This design comes from an exercise in tuning for small area and a short achievable clock period on the open sky130 flow, not from production work.
In this exercise RTL edits were held to simulation tests only and were not proved equivalent to the original.
No activity file was given, so power comes from the tool's default toggle rates.

$ cat flow/design.v
`timescale 1ns/1ps
`default_nettype none
module bbox_extent (
    input  logic [215:0] verts,
    input  logic [47:0]  screen,
    input  logic [2:0]   mask,
    output logic [2:0]   ordx,
    output logic [2:0]   ordy,
    output logic         clx,
    output logic         cly,
    output logic         off_screen
);
    logic signed [23:0] vx [3];
    logic signed [23:0] vy [3];
    logic signed [23:0] fx [3];
    logic signed [23:0] fy [3];
    logic signed [23:0] scr_x, scr_y;
    logic [2:0] gtx, gty;
    assign {scr_x, scr_y} = screen;
    always_comb begin
        for (int v = 0; v < 3; v++) begin
            vx[v] = verts[72*v + 48 +: 24];
            vy[v] = verts[72*v + 24 +: 24];
            fx[v] = {vx[v][23:10], vx[v][9:7] & mask, 7'd0};
            fy[v] = {vy[v][23:10], vy[v][9:7] & mask, 7'd0};
            gtx[v] = fx[v] > scr_x;
            gty[v] = fy[v] > scr_y;
        end
        ordx = {vx[1] < vx[2], vx[0] < vx[2], vx[0] < vx[1]};
        ordy = {vy[1] < vy[2], vy[0] < vy[2], vy[0] < vy[1]};
        clx = |gtx;
        cly = |gty;
        off_screen = (&gtx) | (&gty)
                   | (vx[0][23] & vx[1][23] & vx[2][23])
                   | (vy[0][23] & vy[1][23] & vy[2][23]);
    end
endmodule
`default_nettype wire
`timescale 1ns/1ps
`default_nettype none
module bbox_screen_clip (
    input  logic [215:0] verts,
    input  logic [47:0]  screen,
    input  logic [2:0]   mask,
    input  logic [2:0]   ordx,
    input  logic [2:0]   ordy,
    input  logic         clx,
    input  logic         cly,
    output logic [95:0]  box
);
    logic [23:0] vx [3];
    logic [23:0] vy [3];
    logic [23:0] scr_x, scr_y;
    logic [23:0] mnx, mny, mxx, mxy;
    logic [23:0] ll_x, ll_y, ur_x, ur_y;
    assign {scr_x, scr_y} = screen;
    always_comb begin
        for (int v = 0; v < 3; v++) begin
            vx[v] = verts[72*v + 48 +: 24];
            vy[v] = verts[72*v + 24 +: 24];
        end
    end
    function automatic logic [23:0] pick_min(input logic [2:0] o,
                                             input logic [23:0] a,
                                             input logic [23:0] b,
                                             input logic [23:0] c);
        logic s0, s1, s2;
        s0 = o[0] & o[1];
        s1 = ~o[0] & o[2];
        s2 = ~(s0 | s1);
        pick_min = ({24{s0}} & a) | ({24{s1}} & b) | ({24{s2}} & c);
    endfunction
    function automatic logic [23:0] pick_max(input logic [2:0] o,
                                             input logic [23:0] a,
                                             input logic [23:0] b,
                                             input logic [23:0] c);
        logic s0, s1, s2;
        s0 = ~o[0] & ~o[1];
        s1 = o[0] & ~o[2];
        s2 = ~(s0 | s1);
        pick_max = ({24{s0}} & a) | ({24{s1}} & b) | ({24{s2}} & c);
    endfunction
    always_comb begin
        mnx = pick_min(ordx, vx[0], vx[1], vx[2]);
        mny = pick_min(ordy, vy[0], vy[1], vy[2]);
        mxx = pick_max(ordx, vx[0], vx[1], vx[2]);
        mxy = pick_max(ordy, vy[0], vy[1], vy[2]);
        ll_x = mnx[23] ? 24'd0 : {1'b0, mnx[22:10], mnx[9:7] & mask, 7'd0};
        ll_y = mny[23] ? 24'd0 : {1'b0, mny[22:10], mny[9:7] & mask, 7'd0};
        ur_x = clx ? scr_x : {mxx[23:10], mxx[9:7] & mask, 7'd0};
        ur_y = cly ? scr_y : {mxy[23:10], mxy[9:7] & mask, 7'd0};
    end
    assign box = {ll_x, ll_y, ur_x, ur_y};
endmodule
`default_nettype wire
`timescale 1ns/1ps
`default_nettype none
module bbox_pipe (
    input  logic         clk,
    input  logic         reset,
    input  logic         halt,
    input  logic         valid,
    input  logic [288:1] pay,
    input  logic [95:0]  box,
    output logic [384:0] q
);
    logic         q_valid;
    logic [288:1] q_pay;
    logic [22:7]  q_llx, q_lly;
    logic [47:0]  q_ur;
    always_ff @(posedge clk) begin
        if (reset) begin
            q_valid <= 1'b0;
        end else if (!halt) begin
            q_valid <= valid;
        end
    end
    always_ff @(posedge clk) begin
        if (!halt) begin
            q_pay <= pay;
            q_llx <= box[94:79];
            q_lly <= box[70:55];
            q_ur  <= box[47:0];
        end
    end
    assign q = {q_pay, 1'b0, q_llx, 7'd0, 1'b0, q_lly, 7'd0, q_ur, q_valid};
endmodule
`default_nettype wire
`timescale 1ns/1ps
`default_nettype none
module bbox_top (
    input  logic         clk,
    input  logic         reset,
    input  logic         halt,
    input  logic [288:0] tri_in,
    input  logic [47:0]  screen,
    input  logic [3:0]   msaa,
    output logic [384:0] box_out
);
    logic [288:1] s1_pay;
    logic         s1_valid;
    logic [47:0]  s1_scr;
    logic [2:0]   s1_mask;
    logic [288:1] s2_pay;
    logic         s2_valid;
    logic [47:0]  s2_scr;
    logic [2:0]   s2_mask;
    logic [2:0]   s2_ordx, s2_ordy;
    logic         s2_clx, s2_cly;
    logic [2:0]   ordx, ordy;
    logic         clx, cly, off_screen;
    logic [95:0]  box;
    function automatic logic [2:0] frac_mask(input logic [3:0] code);
        case (code)
            4'b1000: frac_mask = 3'b000;
            4'b0100: frac_mask = 3'b100;
            4'b0010: frac_mask = 3'b110;
            default: frac_mask = 3'b111;
        endcase
    endfunction
    always_ff @(posedge clk) begin
        if (reset) begin
            s1_valid <= 1'b0;
        end else if (!halt) begin
            s1_valid <= tri_in[0];
        end
    end
    always_ff @(posedge clk) begin
        if (!halt) begin
            s1_pay  <= tri_in[288:1];
            s1_scr  <= screen;
            s1_mask <= frac_mask(msaa);
        end
    end
    bbox_extent u_extent (
        .verts      (s1_pay[288:73]),
        .screen     (s1_scr),
        .mask       (s1_mask),
        .ordx       (ordx),
        .ordy       (ordy),
        .clx        (clx),
        .cly        (cly),
        .off_screen (off_screen)
    );
    always_ff @(posedge clk) begin
        if (reset) begin
            s2_valid <= 1'b0;
        end else if (!halt) begin
            s2_valid <= s1_valid & ~off_screen;
        end
    end
    always_ff @(posedge clk) begin
        if (!halt) begin
            s2_pay  <= s1_pay;
            s2_scr  <= s1_scr;
            s2_mask <= s1_mask;
            s2_ordx <= ordx;
            s2_ordy <= ordy;
            s2_clx  <= clx;
            s2_cly  <= cly;
        end
    end
    bbox_screen_clip u_clip (
        .verts  (s2_pay[288:73]),
        .screen (s2_scr),
        .mask   (s2_mask),
        .ordx   (s2_ordx),
        .ordy   (s2_ordy),
        .clx    (s2_clx),
        .cly    (s2_cly),
        .box    (box)
    );
    bbox_pipe u_out (
        .clk   (clk),
        .reset (reset),
        .halt  (halt),
        .valid (s2_valid),
        .pay   (s2_pay),
        .box   (box),
        .q     (box_out)
    );
endmodule
`default_nettype wire
$ cat flow/flow/run.sh
#!/bin/bash
# Standard ORFS layout (standard.sh, unchanged synthesis) with small port
# buffers and a tighter setup target for repair_timing. The clock period
# and constraints stay the design's.
set -euo pipefail
bash standard.sh \
  BUFFER_PORTS_ARGS="-buffer_cell sky130_fd_sc_hd__buf_1" \
  SETUP_SLACK_MARGIN=6.5 TNS_END_PERCENT=10 \
  finish > orfs_make.log 2>&1
$ cat flow/standard.sh
#!/bin/bash
# synth_recipe.tcl (not shown) runs the flow's synth.tcl, then flattens the netlist and writes it again
# the make line also repeats each setting of config.mk as NAME=value (left out here)
make -C /OpenROAD-flow-scripts/flow DESIGN_CONFIG=/design/flow/config.mk WORK_HOME=/design/flow/orfs CLKGATE_MAP_FILE= SYNTH_SCRIPT=/design/flow/synth_recipe.tcl "${@:-finish}"
$ cat flow/config.mk
export PLATFORM = sky130hd
export DESIGN_NAME = bbox_top
export DESIGN_NICKNAME = bbox_top
export VERILOG_FILES = /design/flow/design.v
export SDC_FILE = /design/flow/constraint.sdc
export NUM_CORES = 4
export LEC_CHECK = 0
export CAP_MARGIN = 20
export CORE_MARGIN = 2
export CORE_UTILIZATION = 40
export SLEW_MARGIN = 20
$ cat flow/constraint.sdc
create_clock -name core_clock -period 9.0 [get_ports {clk}]
set_input_delay 1.8000 -clock core_clock [delete_from_list [all_inputs] [get_ports {clk}]]
set_output_delay 1.8000 -clock core_clock [all_outputs]
set_load 0.01 [all_outputs]
==> metrics.log, run 1 <==
INFO  metric final_core_util = 48.5%
INFO  metric cts_tree = done
INFO  metric timing.clock.skew = 23.2 ps
INFO  metric asyncSetResetFlopFracSynth = 0%
INFO  metric drt_first_iter_violations = 2061
INFO  metric grtUsageMet3 = 4.99%
INFO  metric clock.fmax = 311 MHz
INFO  metric synth_enable_flop_cells = 1054
INFO  metric timing.critical_path.arrival = 1410 ps
INFO  metric path_class = reg2out
INFO  metric grt_start_max_net_pins = 194
INFO  metric postRouteAntennaNets = 0
INFO  metric crit_fanout = 1
INFO  metric clock-root-buffer = sky130_fd_sc_hd__clkbuf_16
INFO  metric hpwlAfterDp = 72300 microns
INFO  metric gp_congestion = 0.866
INFO  metric place_area = 43900 sq um
INFO  metric netlist-cell-type-count = 56
INFO  metric initial_utilization = 40.3%
INFO  metric power.density_cell_area = 237 nW/um^2
INFO  metric timing.hold.ws = 403 ps
INFO  metric synth_area_leaders = sky130_fd_sc_hd__edfxtp_1 80%, sky130_fd_sc_hd__ha_1 7.6%, sky130_fd_sc_hd__inv_1 1.6%, sky130_fd_sc_hd__a21oi_1 1.5%, sky130_fd_sc_hd__nand2_1 0.82%
INFO  metric path_delay_family = buffers and inverters
INFO  metric max_slew.worst_pin.slew = 997 ps
INFO  metric placement_rows = 115
INFO  metric vdd_drop_max = 0.157 mV
INFO  metric floorplan.core_area = 98300 sq um
INFO  metric final_nets = 3582
INFO  metric post-place-ws = 4930 ps
INFO  metric layout-drive-gt1-share = 6.55%
INFO  metric floorplan.io_pins = 729
INFO  metric max_slew_margin = 33.5%
INFO  metric cp-start-kind = register
INFO  metric critical_path_required = 7200 ps
INFO  metric most_common_library_cell_in_the_layout_ignoring_fill_and_taps = sky130_fd_sc_hd__edfxtp_1
INFO  metric yosysSeqAreaShare = 80.1%
INFO  metric finalHoldViolations = 0
INFO  metric drt-pass1-iter-count = 6
INFO  metric synth_top_flop_cell = sky130_fd_sc_hd__edfxtp_1
INFO  metric shortest_period_the_worst_path_allows = 3210 ps
INFO  metric global_routing_usage_on_met2 = 31.8%
INFO  metric cp_slowest_cell = sky130_fd_sc_hd__buf_1
INFO  metric count_of_hold_fix_buffers_inserted_at_cts = 0
INFO  metric clock_sinks = 1057
INFO  metric cts.clk_slew.worst_paths = 60 ps
INFO  metric die_height = 319 microns
INFO  metric synth.avg_cell_area = 18.2 sq um
INFO  metric number_of_cells_produced_by_synthesis = 2171
INFO  metric synthesis.yosys.warnings = 10
INFO  metric static-leakage-power = 17.4 nW
INFO  metric layout.cell_area.non_filler = 47600 sq um
INFO  metric slowest_delay = 390 ps
INFO  metric mappedNetlistArea = 39600 sq um
INFO  metric rsz0062_at_grt = yes
INFO  metric post-place-cells = 4165
INFO  metric place.port_buffers = 712
INFO  metric hp-class = reg2reg
INFO  metric flow.area_growth_from_synthesis = 20.3%
INFO  metric global_route.usage.met1 = 25.1%
INFO  metric initial_antenna_violation_count = 12
INFO  metric final_cell_count_no_fill = 4376
INFO  metric drt-vias-per-instance = 5.07
INFO  metric finalWorstSetupSlack = 5790 ps
INFO  metric globalRoute.totalOverflow = 0
INFO  metric cap_viol_max_count = 0
INFO  metric finalSetupViolCount = 0
INFO  metric finalPower = 11.3 mW
INFO  metric critical_path.endpoint_type = output pin
INFO  metric worst-path-buf-inv = 1
INFO  metric detail_route.wirelength = 100000 microns
INFO  metric vias = 22200
INFO  metric status = no timing/DRC/antenna violations
INFO  metric slew_viol_final = 0
INFO  metric routed_wire_length_per_instance = 22.9 microns
INFO  metric cp_cell_sequence = buf_1
INFO  metric ys_ff_latch = 1057
INFO  metric setup-tns-final = 0 ps
INFO  metric buffer_levels_on_the_longest_clock_path = 3
INFO  metric clkLatencyLatePin = 690 ps
INFO  metric die_area = 101000 sq um
INFO  metric grt_busiest_layer = met2
INFO  metric cts-htree-levels = 3
INFO  metric layout_worst_path_cycle_share = 35.7%
INFO  metric mostFrequentLayoutCells = 1054 x sky130_fd_sc_hd__edfxtp_1, 709 x sky130_fd_sc_hd__buf_1, 242 x sky130_fd_sc_hd__ha_1
INFO  metric synth.top_cell.area_share = 80.0%
INFO  metric grtUsageTotal = 19.3%
INFO  metric route.detailed.drc = 0
INFO  metric grt_pass1_vias = 22500
INFO  metric global_route_wire_length_before_repair = 145000 microns
INFO  metric cts_made_buffers = 107
INFO  metric yosysTopAreaCell = sky130_fd_sc_hd__edfxtp_1
INFO  metric dieWidth = 319 microns
-- synth_stat cells (2+ instances only) --
master	n
sky130_fd_sc_hd__a2111oi_0	10
sky130_fd_sc_hd__a211o_1	3
sky130_fd_sc_hd__a211oi_1	42
sky130_fd_sc_hd__a21o_1	39
sky130_fd_sc_hd__a21oi_1	118
sky130_fd_sc_hd__a221o_1	2
sky130_fd_sc_hd__a22o_1	36
sky130_fd_sc_hd__a22oi_1	36
sky130_fd_sc_hd__a31oi_1	2
sky130_fd_sc_hd__a41oi_1	3
sky130_fd_sc_hd__and2_1	36
sky130_fd_sc_hd__and4_1	8
sky130_fd_sc_hd__buf_4	17
sky130_fd_sc_hd__clkbuf_1	27
sky130_fd_sc_hd__dfxtp_1	3
sky130_fd_sc_hd__edfxtp_1	1054
sky130_fd_sc_hd__ha_1	242
sky130_fd_sc_hd__inv_1	169
sky130_fd_sc_hd__mux2i_1	3
sky130_fd_sc_hd__nand2_1	87
sky130_fd_sc_hd__nand2b_1	13
sky130_fd_sc_hd__nand3_1	9
sky130_fd_sc_hd__nand3b_1	2
sky130_fd_sc_hd__nand4_1	40
sky130_fd_sc_hd__nor2_1	44
sky130_fd_sc_hd__nor2b_1	11
sky130_fd_sc_hd__nor3_1	12
sky130_fd_sc_hd__nor3b_1	7
sky130_fd_sc_hd__nor4_1	6
sky130_fd_sc_hd__o211ai_1	11
sky130_fd_sc_hd__o21a_1	2
sky130_fd_sc_hd__o21ai_0	47
sky130_fd_sc_hd__o21ai_1	2
sky130_fd_sc_hd__o21bai_1	2
sky130_fd_sc_hd__o22ai_1	2
sky130_fd_sc_hd__o31ai_1	2
sky130_fd_sc_hd__or3_1	2
sky130_fd_sc_hd__xor2_1	2
-- repair_timing --
item / in CTS / in global routing
buffers inserted: 1 / 0
cloned: 4 / 4
gates resized for setup: 12 / 8
endpoints found under the setup margin: 1195 / 1026
-- per-layer routing --
layer | wire (microns) | vias up
met5 | 64 | -
met4 | 2740 | 10
met3 | 7970 | 170
met2 | 48300 | 954
met1 | 41100 | 11000
li1 | - | 10100
-- state kept, by name, summed over array words and instances, names as in the netlist --
signal         flops
u_out.q_lly       16
s2_ordx            3
s1_mask            3
s2_ordy            3
s2_scr            48
s1_valid           1
s2_clx             1
s1_scr            48
u_out.q_ur        48
u_out.q_llx       16
s2_pay           288
s2_mask            3
s2_valid           1
u_out.q_valid      1
u_out.q_pay      288
s2_cly             1
s1_pay           288
-- cell type report --
cell class	count	area [sq um]
tap	1287	1610
timing repair buffer	746	3210
inverter	169	638
clock buffer	133	2810
antenna	6	15.0
clock inverter	63	578
sequential	1057	31700
fill	8306	50600
multi-input combinational	915	7070
-- cells by family (layout without fill, tap and decap cells) --
group           after synthesis  count (layout)  synth area share (%)
flops                      1057            1057                  80.1
mux                           4               4                 0.114
xor+xnor                      2               2                0.0443
compound gates              366             366                  6.12
buf+inv                     214            1111                  2.19
fa+ha+maj                   242             242                  7.65
simple gates                285             285                  3.77
other cells                   1              22               0.00947
-- where the power goes --
group	internal (mW)	leakage, nW	switching (mW)
combinational	0.345	5.43	0.614
clock	2.40	1.66	1.86
sequential	5.86	10.4	0.220
total	8.60	17.4	2.69
-- path summary, 6_finish.rpt --
kind	startpoint	endpoint	slack (ps)	depth (start not counted)
min	s1_pay[158]	s2_pay[158]	400	0
max	u_out.q_ur[33]	box_out[34]	5790	1
min reg2reg	s1_pay[158]	s2_pay[158]	400	0
max reg2reg	s1_pay[99]	s2_ordy[1]	6040	8
==> run 2, diff against run 1 <==
--- a/flow/flow/run.sh
+++ b/flow/flow/run.sh
@@ -5,5 +5,5 @@
 set -euo pipefail
 bash standard.sh \
   BUFFER_PORTS_ARGS="-buffer_cell sky130_fd_sc_hd__buf_1" \
-  SETUP_SLACK_MARGIN=6.5 TNS_END_PERCENT=10 \
+  SETUP_SLACK_MARGIN=6.0 CORE_UTILIZATION=60 TNS_END_PERCENT=10 \
   finish > orfs_make.log 2>&1
==> run 2 against run 1 <==
Setup slack improved by 90 ps. Final area decreased by 1.9%. Highest routed layer unchanged. Worst hold slack got worse by 2.5 ps. Largest power group unchanged. Largest cell class unchanged. Die area decreased by 33%. Core utilization increased by 23 points.
==> metrics.log, run 2 <==
INFO  metric timing.clock.skew = 32.0 ps (was 23.2 ps)
INFO  metric timing.critical_path.arrival = 1320 ps (was 1410 ps)
INFO  metric shortest_period_the_worst_path_allows = 3120 ps (was 3210 ps)
INFO  metric layout-drive-gt1-share = 5.79% (was 6.55%)
INFO  metric clock.fmax = 320 MHz (was 311 MHz)
INFO  metric floorplan.io_pins = 729 (unchanged)
INFO  metric finalSetupViolCount = 0 (unchanged)
INFO  metric cts-htree-levels = 3 (unchanged)
INFO  metric place.port_buffers = 712 (unchanged)
INFO  metric power.density_cell_area = 238 nW/um^2 (was 237 nW/um^2)
INFO  metric die_area = 68000 sq um (was 101000 sq um)
INFO  metric max_slew.worst_pin.slew = 1070 ps (was 997 ps)
INFO  metric die_height = 261 microns (was 319 microns)
INFO  metric layout_worst_path_cycle_share = 34.7% (was 35.7%)
INFO  metric cap_viol_max_count = 0 (unchanged)
INFO  metric drt-pass1-iter-count = 5 (was 6)
INFO  metric sink_of_the_worst_hold_path = u_out.q_pay[89] (was s2_pay[158])
INFO  metric yosysSeqAreaShare = 80.1% (unchanged)
INFO  metric synth.avg_cell_area = 18.2 sq um (unchanged)
INFO  metric post-place-ws = 4720 ps (was 4930 ps)
INFO  metric drt_first_iter_violations = 2240 (was 2061)
INFO  metric global_route_wire_length_before_repair = 143000 microns (was 145000 microns)
INFO  metric finalHoldViolations = 0 (unchanged)
INFO  metric min_from = s2_pay[89] (was s1_pay[158])
INFO  metric number_of_cells_on_the_worst_reg_to_reg_path = 9 (was 8)
INFO  metric whs_path_depth = 0 (unchanged)
INFO  metric synthesis.yosys.warnings = 10 (unchanged)
INFO  metric floorplan.core_area = 65500 sq um (was 98300 sq um)
INFO  metric worst-path-buf-inv = 1 (unchanged)
INFO  metric synthMostInstantiatedCell = sky130_fd_sc_hd__edfxtp_1 (unchanged)
INFO  metric cts_tree = done (unchanged)
INFO  metric synth_enable_flop_cells = 1054 (unchanged)
INFO  metric path_delay_family = flip-flops (was buffers and inverters)
INFO  metric buffer_levels_on_the_longest_clock_path = 3 (unchanged)
INFO  metric path_class = reg2out (unchanged)
INFO  metric synth.cells.most_frequent = 1054 x sky130_fd_sc_hd__edfxtp_1, 242 x sky130_fd_sc_hd__ha_1, 169 x sky130_fd_sc_hd__inv_1 (unchanged)
INFO  metric yosysTopAreaCell = sky130_fd_sc_hd__edfxtp_1 (unchanged)
INFO  metric clkLatencyLatePin = 660 ps (was 690 ps)
INFO  metric cp_slowest_cell = sky130_fd_sc_hd__edfxtp_1 (was sky130_fd_sc_hd__buf_1)
INFO  metric r2r_end = s2_ordy[2] (was s2_ordy[1])
INFO  metric count_of_hold_fix_buffers_inserted_at_cts = 0 (unchanged)
INFO  metric synth.top_cell.area_share = 80.0% (unchanged)
INFO  metric dieWidth = 261 microns (was 319 microns)
INFO  metric rrSetupSlack = 6040 ps (about the same)
INFO  metric synth_area_leaders = sky130_fd_sc_hd__edfxtp_1 80%, sky130_fd_sc_hd__ha_1 7.6%, sky130_fd_sc_hd__inv_1 1.6%, sky130_fd_sc_hd__a21oi_1 1.5%, sky130_fd_sc_hd__nand2_1 0.82% (unchanged)
INFO  metric slew_viol_final = 0 (unchanged)
INFO  metric critical_path_required = 7200 ps (about the same)
INFO  metric postRouteAntennaNets = 0 (unchanged)
INFO  metric mappedNetlistArea = 39600 sq um (unchanged)
INFO  metric finalWorstSetupSlack = 5880 ps (was 5790 ps)
INFO  metric number_of_cells_produced_by_synthesis = 2171 (unchanged)
INFO  metric initial_utilization = 60.4% (was 40.3%)
INFO  metric critical_path.endpoint_type = output pin (unchanged)
INFO  metric crit_fanout = 1 (unchanged)
INFO  metric flow.area_growth_from_synthesis = 18.1% (was 20.3%)
INFO  metric netlist-cell-type-count = 56 (unchanged)
INFO  metric initial_antenna_violation_count = 21 (was 12)
INFO  metric status = no timing/DRC/antenna violations (unchanged)
INFO  metric slowest_delay = 490 ps (was 390 ps)
INFO  metric grt_start_max_net_pins = 170 (was 194)
INFO  metric vias = 22400 (was 22200)
INFO  metric grt_pass1_vias = 22200 (was 22500)
INFO  metric hpwlAfterDp = 72900 microns (was 72300 microns)
INFO  metric vdd_drop_max = 0.181 mV (was 0.157 mV)
INFO  metric detail_route.wirelength = 100000 microns (about the same)
INFO  metric mostFrequentLayoutCells = 1054 x sky130_fd_sc_hd__edfxtp_1, 706 x sky130_fd_sc_hd__buf_1, 242 x sky130_fd_sc_hd__ha_1 (was 1054 x sky130_fd_sc_hd__edfxtp_1, 709 x sky130_fd_sc_hd__buf_1, 242 x sky130_fd_sc_hd__ha_1)
INFO  metric globalRoute.totalOverflow = 0 (unchanged)
INFO  metric largestRegisters = s1_pay x288, s2_pay x288, u_out.q_pay x288 (unchanged)
INFO  metric grtUsageTotal = 29.2% (was 19.3%)
INFO  metric cts_made_buffers = 101 (was 107)
INFO  metric route.detailed.drc = 0 (unchanged)
INFO  metric hp-class = reg2reg (unchanged)
INFO  metric drt-vias-per-instance = 5.70 (was 5.07)
INFO  metric routed_wire_length_per_instance = 25.5 microns (was 22.9 microns)
INFO  metric fillerInstances = 4257 (was 8306)
INFO  metric worst_r2r_startpoint = s1_pay[243] (was s1_pay[99])
INFO  metric final_nets = 3567 (was 3582)
INFO  metric setup-tns-final = 0 ps (unchanged)
INFO  metric ys_ff_latch = 1057 (unchanged)
INFO  metric gp_congestion = 0.914 (was 0.866)
INFO  metric cp-start-kind = register (unchanged)
INFO  metric most_common_library_cell_in_the_layout_ignoring_fill_and_taps = sky130_fd_sc_hd__edfxtp_1 (unchanged)
INFO  metric rsz0062_at_grt = yes (unchanged)
INFO  metric clock-root-buffer = sky130_fd_sc_hd__clkbuf_16 (unchanged)
INFO  metric max_slew_margin = 28.7% (was 33.5%)
INFO  metric cts.clk_slew.worst_paths = 60 ps (about the same)
INFO  metric placement_rows = 94 (was 115)
INFO  metric asyncSetResetFlopFracSynth = 0% (unchanged)
INFO  metric synth_top_flop_cell = sky130_fd_sc_hd__edfxtp_1 (unchanged)
INFO  metric static-leakage-power = 17.3 nW (was 17.4 nW)
INFO  metric clock_sinks = 1057 (unchanged)
INFO  metric cp_cell_sequence = buf_1 (unchanged)
## run 2: stage by stage
stage	hold WS [ps]	instances	util (%)	power, mW	area [sq um]
after global routing	406	3933	71.3	11.5	46700
after detailed placement	405	3739	66.2	7.10	43400
after CTS	391	3921	71.2	11.2	46700
after global placement	400	3739	66.2	7.05	43400
after floorplan	400	2186	-	6.76	39600
final	400	3939	71.4	11.1	46700
## run 2: worst max-delay path by stage
stage	from	cells past startpoint	slack, ps	end
6_report	u_out.q_pay[200]	1	5880	box_out[296]
5_1_grt	u_out.q_pay[200]	1	5820	box_out[296]
4_1_cts	u_out.q_pay[128]	1	5850	box_out[224]
3_5_place_dp	halt	4	4720	s1_pay[241]
3_3_place_gp	halt	4	4840	s1_pay[97]
2_1_floorplan	halt	1	-8890	s1_mask[0]
## run 2: logic make-up after synthesis
logic type      synth area share [%]
compound gates                  6.12
xor+xnor                      0.0443
fa+ha+maj                       7.65
buf+inv                         2.19
flops                           80.1
mux                            0.114
other cells                  0.00947
simple gates                    3.77
## run 2: timing repair
item,in CTS,in global routing
resized for setup,21,2
buffers inserted,0,0
gates cloned,2,1
endpoints found under the setup margin,810,863
## run 2: routing by layer
metal | GRT usage [%] | vias to the layer above | part of all wire (%)
li1 | - | 10100 | -
met1 | 37.4 | 11200 | 37
met3 | 7.87 | 156 | 9.7
met5 | 0 | - | 0.080
met4 | 10.2 | 14 | 2.9
met2 | 48.6 | 1034 | 50
## run 2: power by group
| part | internal (mW) | switching, mW |
|---|---|---|
| clock | 2.29 | 1.79 |
| combinational | 0.336 | 0.626 |
| sequential | 5.85 | 0.207 |
## run 2: area by class of cell
type / count / area, sq um / area share (%)
flip-flops and latches: 1057 / 31700 / 67.8
multi-input cells: 915 / 7060 / 15.1
repair buffers: 737 / 3040 / 6.51
clock buffers: 118 / 2590 / 5.54
well taps: 864 / 1080 / 2.31
inverters: 169 / 638 / 1.37
clock inverters: 62 / 574 / 1.23
diodes: 17 / 42.5 / 0.0910
==> run 3, diff against run 2 <==
==> flow/run.sh (new file) <==
#!/bin/bash
# synth_recipe.tcl (not shown) runs the flow's synth.tcl, then flattens the netlist and writes it again
# the make line also repeats each setting of config.mk as NAME=value (left out here)
make -C /OpenROAD-flow-scripts/flow DESIGN_CONFIG=/design/flow/config.mk WORK_HOME=/design/flow/orfs CLKGATE_MAP_FILE= SYNTH_SCRIPT=/design/flow/synth_recipe.tcl finish
removed: flow/flow/run.sh
removed: flow/standard.sh
==> run 3 against run 2 <==
Area after synthesis unchanged. Sequential share of layout area decreased by 6.8 points. Fmax decreased by 26%. Clock power increased by 8.6%. Die area increased by 49%.
==> metrics.log, run 3 <==
INFO  metric largestRegisters = s1_pay x288, s2_pay x288, u_out.q_pay x288 (unchanged)
INFO  metric max_slew.worst_pin.slew = 1230 ps (was 1070 ps)
INFO  metric placement_rows = 115 (was 94)
INFO  metric route.detailed.drc = 0 (unchanged)
INFO  metric cts.clk_slew.worst_paths = 60 ps (about the same)
INFO  metric number_of_cells_on_the_worst_reg_to_reg_path = 8 (was 9)
INFO  metric cts_tree = done (unchanged)
INFO  metric hp-class = reg2reg (unchanged)
INFO  metric hpwlAfterDp = 75500 microns (was 72900 microns)
INFO  metric rrSetupSlack = 5760 ps (was 6040 ps)
INFO  metric cts_setup_buffers = 0 (unchanged)
INFO  metric critical_path.endpoint_type = register (was output pin)
INFO  metric static-leakage-power = 19.3 nW (was 17.3 nW)
INFO  metric max_slew_margin = 18.0% (was 28.7%)
INFO  metric yosysTopAreaCell = sky130_fd_sc_hd__edfxtp_1 (unchanged)
INFO  metric netlist-cell-type-count = 56 (unchanged)
INFO  metric count_of_hold_fix_buffers_inserted_at_cts = 0 (unchanged)
INFO  metric timing.clock.skew = 32.0 ps (about the same)
INFO  metric path_class = in2reg (was reg2out)
INFO  metric cap_viol_max_count = 0 (unchanged)
INFO  metric final_core_util = 52.9% (was 71.4%)
INFO  metric buffer_levels_on_the_longest_clock_path = 3 (unchanged)
INFO  metric synth.cells.most_frequent = 1054 x sky130_fd_sc_hd__edfxtp_1, 242 x sky130_fd_sc_hd__ha_1, 169 x sky130_fd_sc_hd__inv_1 (unchanged)
INFO  metric status = no timing/DRC/antenna violations (unchanged)
INFO  metric clock_sinks = 1057 (unchanged)
INFO  metric initial_utilization = 40.3% (was 60.4%)
INFO  metric flow.area_growth_from_synthesis = 31.3% (was 18.1%)
INFO  metric timing.critical_path.arrival = 4510 ps (was 1320 ps)
INFO  metric grt_pass1_vias = 22000 (was 22200)
INFO  metric fillerInstances = 7879 (was 4257)
INFO  metric ys_ff_latch = 1057 (unchanged)
INFO  metric clkLatencyLatePin = 710 ps (was 660 ps)
INFO  metric drt_first_iter_violations = 2032 (was 2240)
INFO  metric cts_made_buffers = 109 (was 101)
INFO  metric finalSetupViolCount = 0 (unchanged)
INFO  metric vias = 22000 (was 22400)
INFO  metric synth.avg_cell_area = 18.2 sq um (unchanged)
INFO  metric initial_antenna_violation_count = 14 (was 21)
INFO  metric synth_top_flop_cell = sky130_fd_sc_hd__edfxtp_1 (unchanged)
INFO  metric number_of_cells_produced_by_synthesis = 2171 (unchanged)
INFO  metric clock.fmax = 238 MHz (was 320 MHz)
INFO  metric r2r_end = s2_ordy[2] (unchanged)
INFO  metric whs_path_depth = 0 (unchanged)
INFO  metric setup-tns-final = 0 ps (unchanged)
INFO  metric crit_fanout = 207 (was 1)
INFO  metric grtUsageMet3 = 5.56% (was 7.87%)
INFO  metric detail_route.wirelength = 103000 microns (was 100000 microns)
INFO  metric finalWorstSetupSlack = 4800 ps (was 5880 ps)
INFO  metric min_from = s1_pay[45] (was s2_pay[89])
INFO  metric die_height = 319 microns (was 261 microns)
INFO  metric globalRoute.totalOverflow = 0 (unchanged)
INFO  metric global_route.usage.met1 = 25.8% (was 37.4%)
INFO  metric grtUsageTotal = 20.0% (was 29.2%)
INFO  metric rsz0062_at_grt = no (was yes)
INFO  metric gp_congestion = 0.851 (was 0.914)
INFO  metric finalPower = 11.7 mW (was 11.1 mW)
INFO  metric timing.hold.ws = 412 ps (was 400 ps)
INFO  metric sink_of_the_worst_hold_path = s2_pay[45] (was u_out.q_pay[89])
INFO  metric synthMostInstantiatedCell = sky130_fd_sc_hd__edfxtp_1 (unchanged)
INFO  metric dieWidth = 319 microns (was 261 microns)
INFO  metric place.port_buffers = 712 (unchanged)
INFO  metric most_common_library_cell_in_the_layout_ignoring_fill_and_taps = sky130_fd_sc_hd__edfxtp_1 (unchanged)
INFO  metric grt_start_max_net_pins = 208 (was 170)
INFO  metric synth_enable_flop_cells = 1054 (unchanged)
INFO  metric asyncSetResetFlopFracSynth = 0% (unchanged)
INFO  metric layout_worst_path_cycle_share = 46.7% (was 34.7%)
INFO  metric final_cell_count_no_fill = 4371 (was 3939)
INFO  metric drt-pass1-iter-count = 7 (was 5)
INFO  metric synth_area_leaders = sky130_fd_sc_hd__edfxtp_1 80%, sky130_fd_sc_hd__ha_1 7.6%, sky130_fd_sc_hd__inv_1 1.6%, sky130_fd_sc_hd__a21oi_1 1.5%, sky130_fd_sc_hd__nand2_1 0.82% (unchanged)
INFO  metric postRouteAntennaNets = 0 (unchanged)
INFO  metric drt-vias-per-instance = 5.03 (was 5.70)
INFO  metric clock-root-buffer = sky130_fd_sc_hd__clkbuf_16 (unchanged)
INFO  metric layout.cell_area.non_filler = 52000 sq um (was 46700 sq um)
INFO  metric layout-drive-gt1-share = 6.62% (was 5.79%)
INFO  metric post-place-ws = 4180 ps (was 4720 ps)
INFO  metric cts.repair.resized = 0 (was 21)
INFO  metric floorplan.io_pins = 729 (unchanged)
INFO  metric final_nets = 3573 (was 3567)
INFO  metric slew_viol_final = 0 (unchanged)
INFO  metric vdd_drop_max = 0.157 mV (was 0.181 mV)
INFO  metric place_area = 48400 sq um (was 43400 sq um)
INFO  metric post-place-cells = 4162 (was 3739)
INFO  metric mappedNetlistArea = 39600 sq um (unchanged)
INFO  metric power.density_cell_area = 225 nW/um^2 (was 238 nW/um^2)
INFO  metric worst_r2r_startpoint = s1_pay[171] (was s1_pay[243])
INFO  metric cp-start-kind = input port (was register)
INFO  metric cts-htree-levels = 3 (unchanged)
INFO  metric routed_wire_length_per_instance = 23.6 microns (was 25.5 microns)
INFO  metric global_routing_usage_on_met2 = 33.0% (was 48.6%)
INFO  metric floorplan.core_area = 98300 sq um (was 65500 sq um)
INFO  metric finalHoldViolations = 0 (unchanged)
INFO  metric synth.top_cell.area_share = 80.0% (unchanged)
INFO  metric synthesis.yosys.warnings = 10 (unchanged)
INFO  metric global_route_wire_length_before_repair = 148000 microns (was 143000 microns)
INFO  metric yosysSeqAreaShare = 80.1% (unchanged)
INFO  metric die_area = 101000 sq um (was 68000 sq um)
INFO  metric grt_busiest_layer = met2 (unchanged)
INFO  metric critical_path_required = 9310 ps (was 7200 ps)
INFO  metric mostFrequentLayoutCells = 1054 x sky130_fd_sc_hd__edfxtp_1, 712 x sky130_fd_sc_hd__clkdlybuf4s50_1, 242 x sky130_fd_sc_hd__ha_1 (was 1054 x sky130_fd_sc_hd__edfxtp_1, 706 x sky130_fd_sc_hd__buf_1, 242 x sky130_fd_sc_hd__ha_1)
INFO  metric shortest_period_the_worst_path_allows = 4200 ps (was 3120 ps)
run 3: cell count changes in the layout (fill, tap and decap cells not counted), moves of 3 or more:
cell and change:
sky130_fd_sc_hd__clkbuf_16 +7, sky130_fd_sc_hd__buf_16 -3, sky130_fd_sc_hd__clkinv_2 +12, sky130_fd_sc_hd__buf_1 -706
sky130_fd_sc_hd__buf_4 +6, sky130_fd_sc_hd__clkdlybuf4s50_1 +712, sky130_fd_sc_hd__clkinv_1 -10, sky130_fd_sc_hd__clkinvlp_4 +6
sky130_fd_sc_hd__diode_2 -13, sky130_fd_sc_hd__buf_6 -3, sky130_fd_sc_hd__clkinv_4 +3, sky130_fd_sc_hd__buf_2 -6
run 3: metal layers:
| layer | routed length (microns) | up-vias |
|---|---|---|
| met3 | 7780 | 166 |
| met2 | 50300 | 878 |
| met5 | 129 | - |
| met1 | 42500 | 10900 |
| met4 | 2650 | 18 |
| li1 | - | 10100 |
run 3: cells by family after synthesis:
group                      count (synthesis)  share of synthesized area (%)
adders and majority gates                242                           7.65
AOI/OAI and AO/OA                        366                           6.12
xor gates and xnor gates                   2                         0.0443
other                                      1                        0.00947
and+or+nand+nor                          285                           3.77
buffers and inverters                    214                           2.19
DFF                                     1057                           80.1
muxes                                      4                          0.114
run 3: worst max path at each step:
stage	startpoint	to	slack, ps	cells past startpoint
after floorplan	halt	s1_mask[0]	-8890	1
final	halt	s2_pay[47]	4800	4
after global placement	halt	s2_pay[231]	4270	4
after CTS	halt	u_out.q_pay[236]	4940	4
after detailed placement	halt	s2_pay[26]	4180	4
after global routing	halt	u_out.q_pay[236]	4720	4
run 3: worst max-delay path: stages:
cell and delay [ps]:
sky130_fd_sc_hd__clkdlybuf4s50_1 530, sky130_fd_sc_hd__clkinvlp_4 280, sky130_fd_sc_hd__buf_12 610, sky130_fd_sc_hd__buf_4 890
run 3: layout make-up:
cell class	instances	area, sq um	area share [%]
clock buffers	127	2800	5.38
clock inverters	77	767	1.48
repair buffers	735	7370	14.2
multi-input cells	915	7070	13.6
well taps	1287	1610	3.10
flip-flops and latches	1057	31700	61.0
inverters	169	638	1.23
diodes	4	10.0	0.0193
run 3: power by group:
part	switching (mW)	internal [mW]	total [mW]	leakage [nW]
registers	0.216	5.86	6.07	10.4
clock network	1.90	2.53	4.43	1.74
logic	0.619	0.566	1.18	7.21
==> run 4, diff against run 3 <==
--- a/flow/design.v
+++ b/flow/design.v
@@ -10,29 +10,44 @@
     output logic         cly,
     output logic         off_screen
 );
-    logic signed [23:0] vx [3];
-    logic signed [23:0] vy [3];
-    logic signed [23:0] fx [3];
-    logic signed [23:0] fy [3];
-    logic signed [23:0] scr_x, scr_y;
+    logic signed [16:0] vx [3];
+    logic signed [16:0] vy [3];
+    logic signed [16:0] sx, sy;
     logic [2:0] gtx, gty;
-    assign {scr_x, scr_y} = screen;
+    logic [2:0] negx, negy;
+    function automatic logic bbox_lt17(input logic [16:0] a, input logic [16:0] b);
+        logic [16:0] x, y, g, p;
+        logic [4:0]  bg, bp;
+        x = {~a[16], a[15:0]};
+        y = {~b[16], b[15:0]};
+        g = ~x & y;
+        p = ~x | y;
+        for (int k = 0; k < 4; k++) begin
+            bg[k] = g[4*k+3] | (p[4*k+3] & g[4*k+2]) | (p[4*k+3] & p[4*k+2] & g[4*k+1])
+                  | (p[4*k+3] & p[4*k+2] & p[4*k+1] & g[4*k]);
+            bp[k] = &p[4*k +: 4];
+        end
+        bg[4] = g[16];
+        bp[4] = p[16];
+        bbox_lt17 = bg[4] | (bp[4] & bg[3]) | (bp[4] & bp[3] & bg[2])
+                  | (bp[4] & bp[3] & bp[2] & bg[1]) | (bp[4] & bp[3] & bp[2] & bp[1] & bg[0]);
+    endfunction
+    assign sx = {screen[47:34], screen[33:31] | ~mask};
+    assign sy = {screen[23:10], screen[9:7] | ~mask};
     always_comb begin
         for (int v = 0; v < 3; v++) begin
-            vx[v] = verts[72*v + 48 +: 24];
-            vy[v] = verts[72*v + 24 +: 24];
-            fx[v] = {vx[v][23:10], vx[v][9:7] & mask, 7'd0};
-            fy[v] = {vy[v][23:10], vy[v][9:7] & mask, 7'd0};
-            gtx[v] = fx[v] > scr_x;
-            gty[v] = fy[v] > scr_y;
-        end
-        ordx = {vx[1] < vx[2], vx[0] < vx[2], vx[0] < vx[1]};
-        ordy = {vy[1] < vy[2], vy[0] < vy[2], vy[0] < vy[1]};
+            vx[v] = verts[72*v + 55 +: 17];
+            vy[v] = verts[72*v + 31 +: 17];
+            gtx[v] = vx[v] > sx;
+            gty[v] = vy[v] > sy;
+            negx[v] = vx[v][16];
+            negy[v] = vy[v][16];
+        end
+        ordx = {bbox_lt17(vx[1], vx[2]), bbox_lt17(vx[0], vx[2]), bbox_lt17(vx[0], vx[1])};
+        ordy = {bbox_lt17(vy[1], vy[2]), bbox_lt17(vy[0], vy[2]), bbox_lt17(vy[0], vy[1])};
         clx = |gtx;
         cly = |gty;
-        off_screen = (&gtx) | (&gty)
-                   | (vx[0][23] & vx[1][23] & vx[2][23])
-                   | (vy[0][23] & vy[1][23] & vy[2][23]);
+        off_screen = (&gtx) | (&gty) | (&negx) | (&negy);
     end
 endmodule
 `default_nettype wire
==> flow/flow/run.sh (new file) <==
#!/bin/bash
# Standard ORFS layout (standard.sh, unchanged synthesis) with small port
# buffers and a tighter setup target for repair_timing. The clock period
# and constraints stay the design's.
set -euo pipefail
bash standard.sh \
  BUFFER_PORTS_ARGS="-buffer_cell sky130_fd_sc_hd__buf_1" \
  SETUP_SLACK_MARGIN=6.0 TNS_END_PERCENT=10 \
  finish > orfs_make.log 2>&1
==> flow/standard.sh (new file) <==
#!/bin/bash
# synth_recipe.tcl (not shown) runs the flow's synth.tcl, then flattens the netlist and writes it again
# the make line also repeats each setting of config.mk as NAME=value (left out here)
make -C /OpenROAD-flow-scripts/flow DESIGN_CONFIG=/design/flow/config.mk WORK_HOME=/design/flow/orfs CLKGATE_MAP_FILE= SYNTH_SCRIPT=/design/flow/synth_recipe.tcl "${@:-finish}"
--- a/flow/config.mk
+++ b/flow/config.mk
@@ -7,5 +7,5 @@
 export LEC_CHECK = 0
 export CAP_MARGIN = 20
 export CORE_MARGIN = 2
-export CORE_UTILIZATION = 40
+export CORE_UTILIZATION = 60
 export SLEW_MARGIN = 20
removed: flow/run.sh
==> run 4 against run 3 <==
Synthesized cell count decreased by 9.0%. Count of clock-buffer cells in the layout is 8 lower. Sequential power about the same. Worst hold slack hardly changed. Sequential share of layout area up 9.5 points. Critical path type is now reg2out. Largest power group unchanged.
==> metrics.log, run 4 <==
INFO  metric number_of_cells_produced_by_synthesis = 1976 (was 2171)
INFO  metric crit_fanout = 1 (was 207)
INFO  metric static-leakage-power = 15.8 nW (was 19.3 nW)
INFO  metric hp-class = reg2reg (unchanged)
INFO  metric max_slew_margin = 22.5% (was 18.0%)
INFO  metric grt_pass1_vias = 20000 (was 22000)
INFO  metric rsz0062_at_grt = yes (was no)
INFO  metric ys_ff_latch = 1057 (unchanged)
INFO  metric slowest_delay = 460 ps (was 890 ps)
INFO  metric status = no timing/DRC/antenna violations (unchanged)
INFO  metric max_slew.worst_pin.slew = 1160 ps (was 1230 ps)
INFO  metric place_area = 41500 sq um (was 48400 sq um)
INFO  metric synthMostInstantiatedCell = sky130_fd_sc_hd__edfxtp_1 (unchanged)
INFO  metric power.density_cell_area = 245 nW/um^2 (was 225 nW/um^2)
INFO  metric vdd_drop_max = 0.180 mV (was 0.157 mV)
INFO  metric placement_rows = 91 (was 115)
INFO  metric critical_path.endpoint_type = output pin (was register)
INFO  metric r2r_end = u_out.q_lly[8] (was s2_ordy[2])
INFO  metric final_nets = 3226 (was 3573)
INFO  metric finalHoldViolations = 0 (unchanged)
INFO  metric number_of_cells_on_the_worst_reg_to_reg_path = 6 (was 8)
INFO  metric rrSetupSlack = 6200 ps (was 5760 ps)
INFO  metric gp_congestion = 0.906 (was 0.851)
INFO  metric worst-path-buf-inv = 1 (was 4)
INFO  metric clock_sinks = 1057 (unchanged)
INFO  metric drt_first_iter_violations = 2019 (was 2032)
INFO  metric initial_utilization = 60.9% (was 40.3%)
INFO  metric globalRoute.totalOverflow = 0 (unchanged)
INFO  metric layout_worst_path_cycle_share = 34.3% (was 46.7%)
INFO  metric detail_route.wirelength = 93800 microns (was 103000 microns)
INFO  metric path_class = reg2out (was in2reg)
INFO  metric path_delay_family = flip-flops (was buffers and inverters)
INFO  metric timing.hold.ws = 412 ps (about the same)
INFO  metric vias = 20800 (was 22000)
INFO  metric synth.cells.most_frequent = 1054 x sky130_fd_sc_hd__edfxtp_1, 127 x sky130_fd_sc_hd__inv_1, 100 x sky130_fd_sc_hd__a21oi_1 (was 1054 x sky130_fd_sc_hd__edfxtp_1, 242 x sky130_fd_sc_hd__ha_1, 169 x sky130_fd_sc_hd__inv_1)
INFO  metric timing.critical_path.arrival = 1290 ps (was 4510 ps)
INFO  metric floorplan.core_area = 61900 sq um (was 98300 sq um)
INFO  metric die_height = 255 microns (was 319 microns)
INFO  metric hpwlAfterDp = 66800 microns (was 75500 microns)
INFO  metric most_common_library_cell_in_the_layout_ignoring_fill_and_taps = sky130_fd_sc_hd__edfxtp_1 (unchanged)
INFO  metric mostFrequentLayoutCells = 1054 x sky130_fd_sc_hd__edfxtp_1, 699 x sky130_fd_sc_hd__buf_1, 126 x sky130_fd_sc_hd__inv_1 (was 1054 x sky130_fd_sc_hd__edfxtp_1, 712 x sky130_fd_sc_hd__clkdlybuf4s50_1, 242 x sky130_fd_sc_hd__ha_1)
INFO  metric global_route.usage.met1 = 35.3% (was 25.8%)
INFO  metric synth.avg_cell_area = 19.1 sq um (was 18.2 sq um)
INFO  metric shortest_period_the_worst_path_allows = 3090 ps (was 4200 ps)
INFO  metric critical_path_required = 7200 ps (was 9310 ps)
INFO  metric cp_slowest_cell = sky130_fd_sc_hd__edfxtp_1 (was sky130_fd_sc_hd__buf_4)
INFO  metric clock.fmax = 324 MHz (was 238 MHz)
INFO  metric whs_path_depth = 0 (unchanged)
INFO  metric synth_top_flop_cell = sky130_fd_sc_hd__edfxtp_1 (unchanged)
INFO  metric cap_viol_max_count = 0 (unchanged)
INFO  metric layout.cell_area.non_filler = 44900 sq um (was 52000 sq um)
INFO  metric initial_antenna_violation_count = 25 (was 14)
INFO  metric route.detailed.drc = 0 (unchanged)
INFO  metric synth_enable_flop_cells = 1054 (unchanged)
INFO  metric min_from = s2_pay[36] (was s1_pay[45])
INFO  metric cts-htree-levels = 3 (unchanged)
INFO  metric synth_area_leaders = sky130_fd_sc_hd__edfxtp_1 84%, sky130_fd_sc_hd__ha_1 3.2%, sky130_fd_sc_hd__a21oi_1 1.3%, sky130_fd_sc_hd__inv_1 1.3%, sky130_fd_sc_hd__maj3_1 0.93% (was sky130_fd_sc_hd__edfxtp_1 80%, sky130_fd_sc_hd__ha_1 7.6%, sky130_fd_sc_hd__inv_1 1.6%, sky130_fd_sc_hd__a21oi_1 1.5%, sky130_fd_sc_hd__nand2_1 0.82%)
INFO  metric cp_cell_sequence = buf_1 (was clkdlybuf4s50_1, clkinvlp_4, buf_12, buf_4)
INFO  metric global_route_wire_length_before_repair = 130000 microns (was 148000 microns)
INFO  metric yosysSeqAreaShare = 84.1% (was 80.1%)
INFO  metric routed_wire_length_per_instance = 25.2 microns (was 23.6 microns)
INFO  metric netlist-cell-type-count = 60 (was 56)
INFO  metric worst_r2r_startpoint = s2_ordy[0] (was s1_pay[171])
INFO  metric cp-start-kind = register (was input port)
INFO  metric postRouteAntennaNets = 0 (unchanged)
INFO  metric die_area = 64900 sq um (was 101000 sq um)
INFO  metric drt-pass1-iter-count = 6 (was 7)
INFO  metric layout-drive-gt1-share = 6.86% (was 6.62%)
INFO  metric mappedNetlistArea = 37700 sq um (was 39600 sq um)
INFO  metric grtUsageMet3 = 7.77% (was 5.56%)
INFO  metric global_routing_usage_on_met2 = 47.5% (was 33.0%)
INFO  metric grt_busiest_layer = met2 (unchanged)
INFO  metric slew_viol_final = 0 (unchanged)
INFO  metric place.port_buffers = 712 (unchanged)
INFO  metric drt-vias-per-instance = 5.57 (was 5.03)
INFO  metric timing.clock.skew = 24.2 ps (was 32.0 ps)
INFO  metric yosysTopAreaCell = sky130_fd_sc_hd__edfxtp_1 (unchanged)
INFO  metric dieWidth = 255 microns (was 319 microns)
INFO  metric grtUsageTotal = 28.2% (was 20.0%)
INFO  metric synthesis.yosys.warnings = 8 (was 10)
INFO  metric buffer_levels_on_the_longest_clock_path = 3 (unchanged)
INFO  metric flow.area_growth_from_synthesis = 19.1% (was 31.3%)
INFO  metric floorplan.io_pins = 729 (unchanged)
INFO  metric cts_made_buffers = 100 (was 109)
INFO  metric largestRegisters = s1_pay x288, s2_pay x288, u_out.q_pay x288 (unchanged)
INFO  metric cts.clk_slew.worst_paths = 60 ps (about the same)
INFO  metric grt_start_max_net_pins = 212 (was 208)
INFO  metric cts_tree = done (unchanged)
INFO  metric clkLatencyLatePin = 650 ps (was 710 ps)
INFO  metric clock-root-buffer = sky130_fd_sc_hd__clkbuf_16 (unchanged)
INFO  metric sink_of_the_worst_hold_path = u_out.q_pay[36] (was s2_pay[45])
INFO  metric synth.top_cell.area_share = 83.9% (was 80.0%)
INFO  metric asyncSetResetFlopFracSynth = 0% (unchanged)
INFO  metric finalSetupViolCount = 0 (unchanged)
-- run 4: worst max path at each step --
| stage | cells after the start | slack (ps) | from | end |
|---|---|---|---|---|
| 6_report | 1 | 5910 | u_out.q_pay[10] | box_out[106] |
| 5_1_grt | 5 | 5840 | halt | s2_pay[196] |
| 4_1_cts | 1 | 5890 | u_out.q_pay[10] | box_out[106] |
| 3_5_place_dp | 4 | 4260 | halt | u_out.q_llx[15] |
| 3_3_place_gp | 4 | 4380 | halt | s1_pay[135] |
| 2_1_floorplan | 1 | -8880 | halt | s1_mask[0] |
-- run 4: what timing repair did --
action / in CTS / in global routing
setup buffers: 3 / 0
endpoints found under the setup margin: 1213 / 923
hold buffers: 0 / 0
cloned: 2 / 1
resized for setup: 22 / 0
-- run 4: power by group --
group | internal [mW] | switching, mW | leakage, nW | total [mW]
Combinational | 0.283 | 0.553 | 3.87 | 0.836
Sequential | 5.86 | 0.195 | 10.4 | 6.05
Clock | 2.33 | 1.78 | 1.56 | 4.11
-- run 4: final cells by class --
type / count / area (sq um)
Sequential cell: 1057 / 31700
Fill cell: 3854 / 17000
Multi-Input combinational cell: 760 / 5350
Timing Repair Buffer: 739 / 3060
Clock buffer: 119 / 2640
Tap cell: 837 / 1050
Clock inverter: 67 / 613
Inverter: 127 / 480
Antenna cell: 15 / 37.5
Timing Repair inverter: 1 / 5.00
-- run 4: cell families after synthesis --
group	synth area share, %
adder cells (fa/ha/maj)	4.32
AND/OR/NAND/NOR	3.55
other	0.00994
AO/OA/AOI/OAI	5.91
buffers and inverters	1.90
XOR/XNOR	0.186
flip-flops	84.1
multiplexers	0.0531
-- run 4: metal layers --
layer	vias up	wire length (microns)
met4	22	2890
met5	-	143
met3	176	8900
li1	9353	-
met1	10200	34400
met2	1010	47500
-- run 4: through the flow --
step	setup TNS [ps]	worst slack, ps	cells	power [mW]	util [%]
4_1_cts	0	5890	3705	11.1	72.4
5_1_grt	0	5840	3716	11.4	72.5
6_report	0	5910	3722	11.0	72.6
3_3_place_gp	0	4380	3514	6.94	67.0
2_1_floorplan	-9362020	-8880	1991	6.68	-
3_5_place_dp	0	4260	3514	6.97	67.0
==> run 5, diff against run 4 <==
==> flow/flow/run.sh (replaced) <==
#!/bin/bash
# Standard ORFS layout (standard.sh, unchanged synthesis) with small port
# buffers, a balanced buffer tree for the flip-flop enables after global
# placement (flow/halt_tree.tcl) and a tighter setup target for
# repair_timing. The clock period and constraints stay the design's.
set -euo pipefail
bash standard.sh \
  BUFFER_PORTS_ARGS="-buffer_cell sky130_fd_sc_hd__buf_1" \
  POST_GLOBAL_PLACE_TCL="$(pwd)/flow/post_gp.tcl" \
  SETUP_SLACK_MARGIN=6.0 TNS_END_PERCENT=10 \
  finish > orfs_make.log 2>&1
==> flow/flow/halt_tree.tcl (new file) <==
# Rebuilds the buffer tree on the net that drives the flip-flops' enable
# pins (DE) as a balanced tree placed by recursive bisection of the sink
# locations. Runs after global placement; detailed placement legalizes.
proc ht_master {name} {
  set m [[ord::get_db] findMaster $name]
  if {$m eq "NULL" || $m eq ""} { error "no master $name" }
  return $m
}
proc ht_is_buf {inst} {
  set n [[$inst getMaster] getName]
  return [regexp {__(buf|clkbuf)_[0-9]+$} $n]
}
proc ht_in_pin {inst} {
  foreach it [$inst getITerms] { if {[$it isInputSignal]} { return $it } }
  return ""
}
proc ht_out_pin {inst} {
  foreach it [$inst getITerms] { if {[$it isOutputSignal]} { return $it } }
  return ""
}
proc ht_center {inst} {
  set b [$inst getBBox]
  return [list [expr {([$b xMin] + [$b xMax]) / 2}] [expr {([$b yMin] + [$b yMax]) / 2}]]
}
# items: list of {x y payload}; split until each group has at most n items
proc ht_split {items n} {
  if {[llength $items] <= $n} { return [list $items] }
  set xs [lmap i $items {lindex $i 0}]
  set ys [lmap i $items {lindex $i 1}]
  set dx [expr {[tcl::mathfunc::max {*}$xs] - [tcl::mathfunc::min {*}$xs]}]
  set dy [expr {[tcl::mathfunc::max {*}$ys] - [tcl::mathfunc::min {*}$ys]}]
  set k [expr {$dx >= $dy ? 0 : 1}]
  set s [lsort -integer -index $k $items]
  # split so both halves fill whole groups where possible
  set groups [expr {([llength $s] + $n - 1) / $n}]
  set left [expr {($groups / 2) * $n}]
  if {$left == 0} { set left [expr {[llength $s] / 2}] }
  return [concat [ht_split [lrange $s 0 [expr {$left - 1}]] $n] \
                 [ht_split [lrange $s $left end] $n]]
}
proc ht_build {pin_name leaf_n fan_n leaf_cell mid_cell} {
  set block [ord::get_db_block]
  # sinks: every DE pin of an enable flip-flop
  set sinks {}
  foreach inst [$block getInsts] {
    foreach it [$inst getITerms] {
      if {[[$it getMTerm] getName] eq $pin_name && [$it getNet] ne "NULL"} {
        lappend sinks $it
      }
    }
  }
  if {[llength $sinks] == 0} { puts "halt_tree: no $pin_name pins"; return }
  # walk up through buffers to the root net; remember the buffers
  set bufs [dict create]
  set root ""
  foreach it $sinks {
    set net [$it getNet]
    while {1} {
      set drv ""
      foreach d [$net getITerms] { if {[$d isOutputSignal]} { set drv $d } }
      if {$drv eq ""} { break }
      set inst [$drv getInst]
      if {![ht_is_buf $inst] || [regexp {^(input|output)[0-9]+$} [$inst getName]]} { break }
      dict set bufs [$inst getName] $inst
      set net [[ht_in_pin $inst] getNet]
    }
    if {$root eq ""} { set root $net } elseif {$root ne $net} {
      puts "halt_tree: $pin_name pins have more than one root; left alone"; return
    }
  }
  puts "halt_tree: root net [$root getName], [llength $sinks] sinks, [dict size $bufs] old buffers"
  # other loads of the old buffer nets (not DE pins) go back to the root
  set others {}
  dict for {name inst} $bufs {
    set onet [[ht_out_pin $inst] getNet]
    foreach it [$onet getITerms] {
      if {[$it isInputSignal] && [[$it getMTerm] getName] ne $pin_name && ![dict exists $bufs [[$it getInst] getName]]} {
        lappend others $it
      }
    }
  }
  foreach it $sinks { $it disconnect }
  foreach it $others { $it disconnect }
  dict for {name inst} $bufs {
    set onet [[ht_out_pin $inst] getNet]
    foreach it [$inst getITerms] { if {[$it getNet] ne "NULL"} { $it disconnect } }
    odb::dbInst_destroy $inst
    if {[llength [$onet getITerms]] == 0 && [llength [$onet getBTerms]] == 0} { odb::dbNet_destroy $onet }
  }
  foreach it $others { $it connect $root }
  # leaves
  set items [lmap it $sinks { concat [ht_center [$it getInst]] [list $it] }]
  set level 0
  set cell $leaf_cell
  set n $leaf_n
  set count 0
  while {[llength $items] > $fan_n || $level == 0} {
    set next {}
    foreach g [ht_split $items $n] {
      set sx 0; set sy 0
      foreach i $g { incr sx [lindex $i 0]; incr sy [lindex $i 1] }
      set cx [expr {$sx / [llength $g]}]
      set cy [expr {$sy / [llength $g]}]
      set name "halt_tree_${level}_$count"
      incr count
      set inst [odb::dbInst_create $block [ht_master $cell] $name]
      set net [odb::dbNet_create $block "${name}_net"]
      [ht_out_pin $inst] connect $net
      foreach i $g { [lindex $i 2] connect $net }
      $inst setLocation $cx $cy
      $inst setPlacementStatus PLACED
      lappend next [list $cx $cy [ht_in_pin $inst]]
    }
    puts "halt_tree: level $level, [llength $next] buffers of $cell"
    set items $next
    incr level
    set cell $mid_cell
    set n $fan_n
  }
  foreach i $items { [lindex $i 2] connect $root }
}
==> flow/flow/post_gp.tcl (new file) <==
# POST_GLOBAL_PLACE hook: a balanced buffer tree for the flip-flop enables
source [file join [file dirname [info script]] halt_tree.tcl]
ht_build DE 16 6 sky130_fd_sc_hd__buf_4 sky130_fd_sc_hd__buf_8
==> run 5 against run 4 <==
Still clean. Cell count grew 1.9%. Setup slack gained 3.6 ps. Global-route usage grew 0.79 points. Wire length grew 2.6%. Critical path type unchanged. Critical endpoint unchanged.
==> metrics.log, run 5 <==
INFO  metric status = no timing/DRC/antenna violations (unchanged)
INFO  metric path_delay_family = flip-flops (unchanged)
INFO  metric clkLatencyLatePin = 660 ps (was 650 ps)
INFO  metric final_core_util = 74.0% (was 72.6%)
INFO  metric largestRegisters = s1_pay x288, s2_pay x288, u_out.q_pay x288 (unchanged)
INFO  metric cap_viol_max_count = 0 (unchanged)
INFO  metric slowest_delay = 460 ps (about the same)
INFO  metric max_slew.worst_pin.slew = 1160 ps (about the same)
INFO  metric cp-start-kind = register (unchanged)
INFO  metric synth.top_cell.area_share = 83.9% (unchanged)
INFO  metric critical_path_required = 7200 ps (about the same)
INFO  metric placement_rows = 91 (unchanged)
INFO  metric synth.avg_cell_area = 19.1 sq um (unchanged)
INFO  metric timing.critical_path.from = u_out.q_pay[10] (unchanged)
INFO  metric ys_ff_latch = 1057 (unchanged)
INFO  metric synthMostInstantiatedCell = sky130_fd_sc_hd__edfxtp_1 (unchanged)
INFO  metric mappedNetlistArea = 37700 sq um (unchanged)
INFO  metric netlist-cell-type-count = 60 (unchanged)
INFO  metric setup-tns-final = 0 ps (unchanged)
INFO  metric p_comb_share = 7.8% (was 7.6%)
INFO  metric cts-htree-levels = 3 (unchanged)
INFO  metric hpwlAfterDp = 71200 microns (was 66800 microns)
INFO  metric synth.cells.most_frequent = 1054 x sky130_fd_sc_hd__edfxtp_1, 127 x sky130_fd_sc_hd__inv_1, 100 x sky130_fd_sc_hd__a21oi_1 (unchanged)
INFO  metric place_area = 42000 sq um (was 41500 sq um)
INFO  metric floorplan.core_area = 61900 sq um (unchanged)
INFO  metric static-leakage-power = 16.4 nW (was 15.8 nW)
INFO  metric rsz0062_at_grt = yes (unchanged)
INFO  metric vias = 21200 (was 20800)
INFO  metric flow.area_growth_from_synthesis = 21.5% (was 19.1%)
INFO  metric grtUsageTotal = 29.0% (was 28.2%)
INFO  metric asyncSetResetFlopFracSynth = 0% (unchanged)
INFO  metric globalRoute.totalOverflow = 0 (unchanged)
INFO  metric initial_antenna_violation_count = 28 (was 25)
INFO  metric shortest_period_the_worst_path_allows = 3090 ps (about the same)
INFO  metric synth_top_flop_cell = sky130_fd_sc_hd__edfxtp_1 (unchanged)
INFO  metric crit_fanout = 1 (unchanged)
INFO  metric postRouteAntennaNets = 0 (unchanged)
INFO  metric synthesis.yosys.warnings = 8 (unchanged)
INFO  metric power.density_cell_area = 245 nW/um^2 (about the same)
INFO  metric critical_path.endpoint_type = output pin (unchanged)
INFO  metric timing.clock.skew = 38.4 ps (was 24.2 ps)
INFO  metric place.port_buffers = 712 (unchanged)
INFO  metric clock.fmax = 324 MHz (about the same)
INFO  metric post-place-cells = 3585 (was 3514)
INFO  metric number_of_cells_produced_by_synthesis = 1976 (unchanged)
INFO  metric routed_wire_length_per_instance = 25.4 microns (was 25.2 microns)
INFO  metric timing.critical_path.arrival = 1290 ps (about the same)
INFO  metric post-place-ws = 5630 ps (was 4260 ps)
INFO  metric mostFrequentLayoutCells = 1054 x sky130_fd_sc_hd__edfxtp_1, 661 x sky130_fd_sc_hd__buf_1, 126 x sky130_fd_sc_hd__inv_1 (was 1054 x sky130_fd_sc_hd__edfxtp_1, 699 x sky130_fd_sc_hd__buf_1, 126 x sky130_fd_sc_hd__inv_1)
INFO  metric layout.cell_area.non_filler = 45800 sq um (was 44900 sq um)
INFO  metric cts.clk_slew.worst_paths = 60 ps (about the same)
INFO  metric global_route_wire_length_before_repair = 134000 microns (was 130000 microns)
INFO  metric cts_setup_buffers = 0 (was 3)
INFO  metric path_class = reg2out (unchanged)
INFO  metric clock_sinks = 1057 (unchanged)
INFO  metric power_switching_share = 22.6% (was 23.0%)
INFO  metric cts_made_buffers = 100 (unchanged)
INFO  metric yosysTopAreaCell = sky130_fd_sc_hd__edfxtp_1 (unchanged)
INFO  metric fillerInstances = 3809 (was 3854)
INFO  metric cp_cell_sequence = clkbuf_2 (was buf_1)
INFO  metric finalHoldViolations = 0 (unchanged)
INFO  metric yosysSeqAreaShare = 84.1% (unchanged)
INFO  metric vdd_drop_max = 0.230 mV (was 0.180 mV)
INFO  metric layout-drive-gt1-share = 10.5% (was 6.86%)
INFO  metric clock-root-buffer = sky130_fd_sc_hd__clkbuf_16 (unchanged)
INFO  metric net-switching-power = 2.53 mW (about the same)
INFO  metric max_slew_margin = 22.3% (was 22.5%)
INFO  metric final_nets = 3291 (was 3226)
INFO  metric timing.hold.ws = 392 ps (was 412 ps)
INFO  metric die_area = 64900 sq um (unchanged)
INFO  metric min_from = s2_pay[55] (was s2_pay[36])
INFO  metric route.detailed.drc = 0 (unchanged)
INFO  metric cts_tree = done (unchanged)
INFO  metric floorplan.io_pins = 729 (unchanged)
INFO  metric cp_slowest_cell = sky130_fd_sc_hd__edfxtp_1 (unchanged)
INFO  metric detail_route.wirelength = 96200 microns (was 93800 microns)
INFO  metric synth_area_leaders = sky130_fd_sc_hd__edfxtp_1 84%, sky130_fd_sc_hd__ha_1 3.2%, sky130_fd_sc_hd__a21oi_1 1.3%, sky130_fd_sc_hd__inv_1 1.3%, sky130_fd_sc_hd__maj3_1 0.93% (unchanged)
INFO  metric grt_pass1_vias = 20400 (was 20000)
INFO  metric pwr-share-clk = 38.2% (was 37.4%)
INFO  metric final_cell_count_no_fill = 3791 (was 3722)
INFO  metric grt_start_max_net_pins = 24 (was 212)
INFO  metric slew_viol_final = 0 (unchanged)
INFO  metric synth_enable_flop_cells = 1054 (unchanged)
INFO  metric finalSetupViolCount = 0 (unchanged)
INFO  metric finalWorstSetupSlack = 5910 ps (about the same)
INFO  metric worst-path-buf-inv = 1 (unchanged)
INFO  metric finalPower = 11.2 mW (was 11.0 mW)
INFO  metric initial_utilization = 60.9% (unchanged)
INFO  metric drt-vias-per-instance = 5.59 (was 5.57)
INFO  metric die_height = 255 microns (unchanged)
INFO  metric internal_power = 8.69 mW (was 8.47 mW)
INFO  metric buffer_levels_on_the_longest_clock_path = 3 (unchanged)
INFO  metric drt-pass1-iter-count = 6 (unchanged)
INFO  metric pwr-share-seq = 53.9% (was 55.0%)
INFO  metric drt_first_iter_violations = 1772 (was 2019)
INFO  metric most_common_library_cell_in_the_layout_ignoring_fill_and_taps = sky130_fd_sc_hd__edfxtp_1 (unchanged)
INFO  metric worst_r2r_startpoint = s2_ordy[0] (unchanged)
INFO  metric hp-class = reg2reg (unchanged)
INFO  metric dieWidth = 255 microns (unchanged)
INFO  metric layout_worst_path_cycle_share = 34.3% (about the same)
-- run 5: cell counts after synthesis --
Identical to the previous run, type by type.
-- run 5: layout make-up --
cell class,count,area [sq um],share of cell area [%]
Buffer,79,691,1.51
Clock inverter,65,723,1.58
Tap cell,837,1050,2.29
Multi-Input combinational cell,760,5350,11.7
Sequential cell,1057,31700,69.2
Inverter,127,480,1.05
Timing Repair Buffer,725,3090,6.74
Clock buffer,122,2680,5.85
Antenna cell,19,47.5,0.104
-- run 5: cell families (layout without fill, tap and decap cells) --
logic type / count (synthesis) / count (layout) / share of synthesized area, %
buffers and inverters: 174 / 1118 / 1.90
multiplexers: 2 / 2 / 0.0531
adder cells (fa/ha/maj): 138 / 138 / 4.32
AND/OR/NAND/NOR: 265 / 265 / 3.55
AO/OA/AOI/OAI: 331 / 331 / 5.91
flip-flops: 1057 / 1057 / 84.1
other: 1 / 35 / 0.00994
XOR/XNOR: 8 / 8 / 0.186
-- run 5: layer usage --
layer | wire length, microns | vias up | global-route usage [%]
li1 | - | 9496 | -
met1 | 35500 | 10500 | 35.7
met2 | 48100 | 1017 | 48.4
met3 | 8660 | 215 | 8.11
met4 | 3800 | 22 | 12.7
met5 | 153 | - | 0
-- run 5: what timing repair did --
item                                   CTS  global route
hold buffers                             0             0
endpoints found under the hold margin    0             0
setup endpoints to repair              248           311
resized for setup                       64            94
-- run 5: power groups by stage --
stage	clock network [mW]	registers, mW	logic [mW]
final	4.29	6.05	0.880
after floorplan	0	6.27	0.412
after global routing	4.52	6.08	0.959
after global placement	0	6.13	0.807
after CTS	4.35	6.05	0.873
after detailed placement	0	6.14	0.856
-- run 5: worst paths after layout --
kind	to	slack, ps	depth (start not counted)
min reg2reg	u_out.q_pay[55]	390	0
max	box_out[106]	5910	1
min	u_out.q_pay[55]	390	0
max reg2reg	u_out.q_lly[8]	6030	6

[port drivers added, routing unchanged]
No port has a modelled driver above. Below, the same layouts with a new extraction and two added sets of constraints. Step 1 sets driving cells, clkbuf_16 on the clock port and buf_2 on the other inputs (assumed; they add their load-dependent delay and slew). Step 2 also shifts input and output timing later by t, the mid clock arrival at the registers, as if the neighbouring blocks saw the same clock. Three values: no drivers, after step 1, after step 2; two values: the first two.
| run | t (ns) | slack for setup (ns) | hold slack, ns | cell pins on the clock port's net |
|---|---|---|---|---|
| run 1 | 0.742 | 5.789 / 5.722 / 5.122 | 0.403 / 0.403 / 0.403 | 1 |
| run 2 | 0.708 | 5.880 / 5.814 / 5.148 | 0.400 / 0.400 / 0.400 | 1 |
| run 3 | 0.762 | 4.798 / 4.799 / 4.037 | 0.412 / 0.412 / 0.412 | 1 |
| run 4 | 0.706 | 5.909 / 5.844 / 5.256 | 0.412 / 0.412 / 0.412 | 1 |
| run 5 | 0.710 | 5.913 / 5.845 / 5.605 | 0.392 / 0.392 / 0.392 | 1 |
After both steps setup and hold are still met in every run listed. For run 3, which loses most, drivers alone change the setup slack by +0.001 ns; drivers and shift together by -0.761 ns.
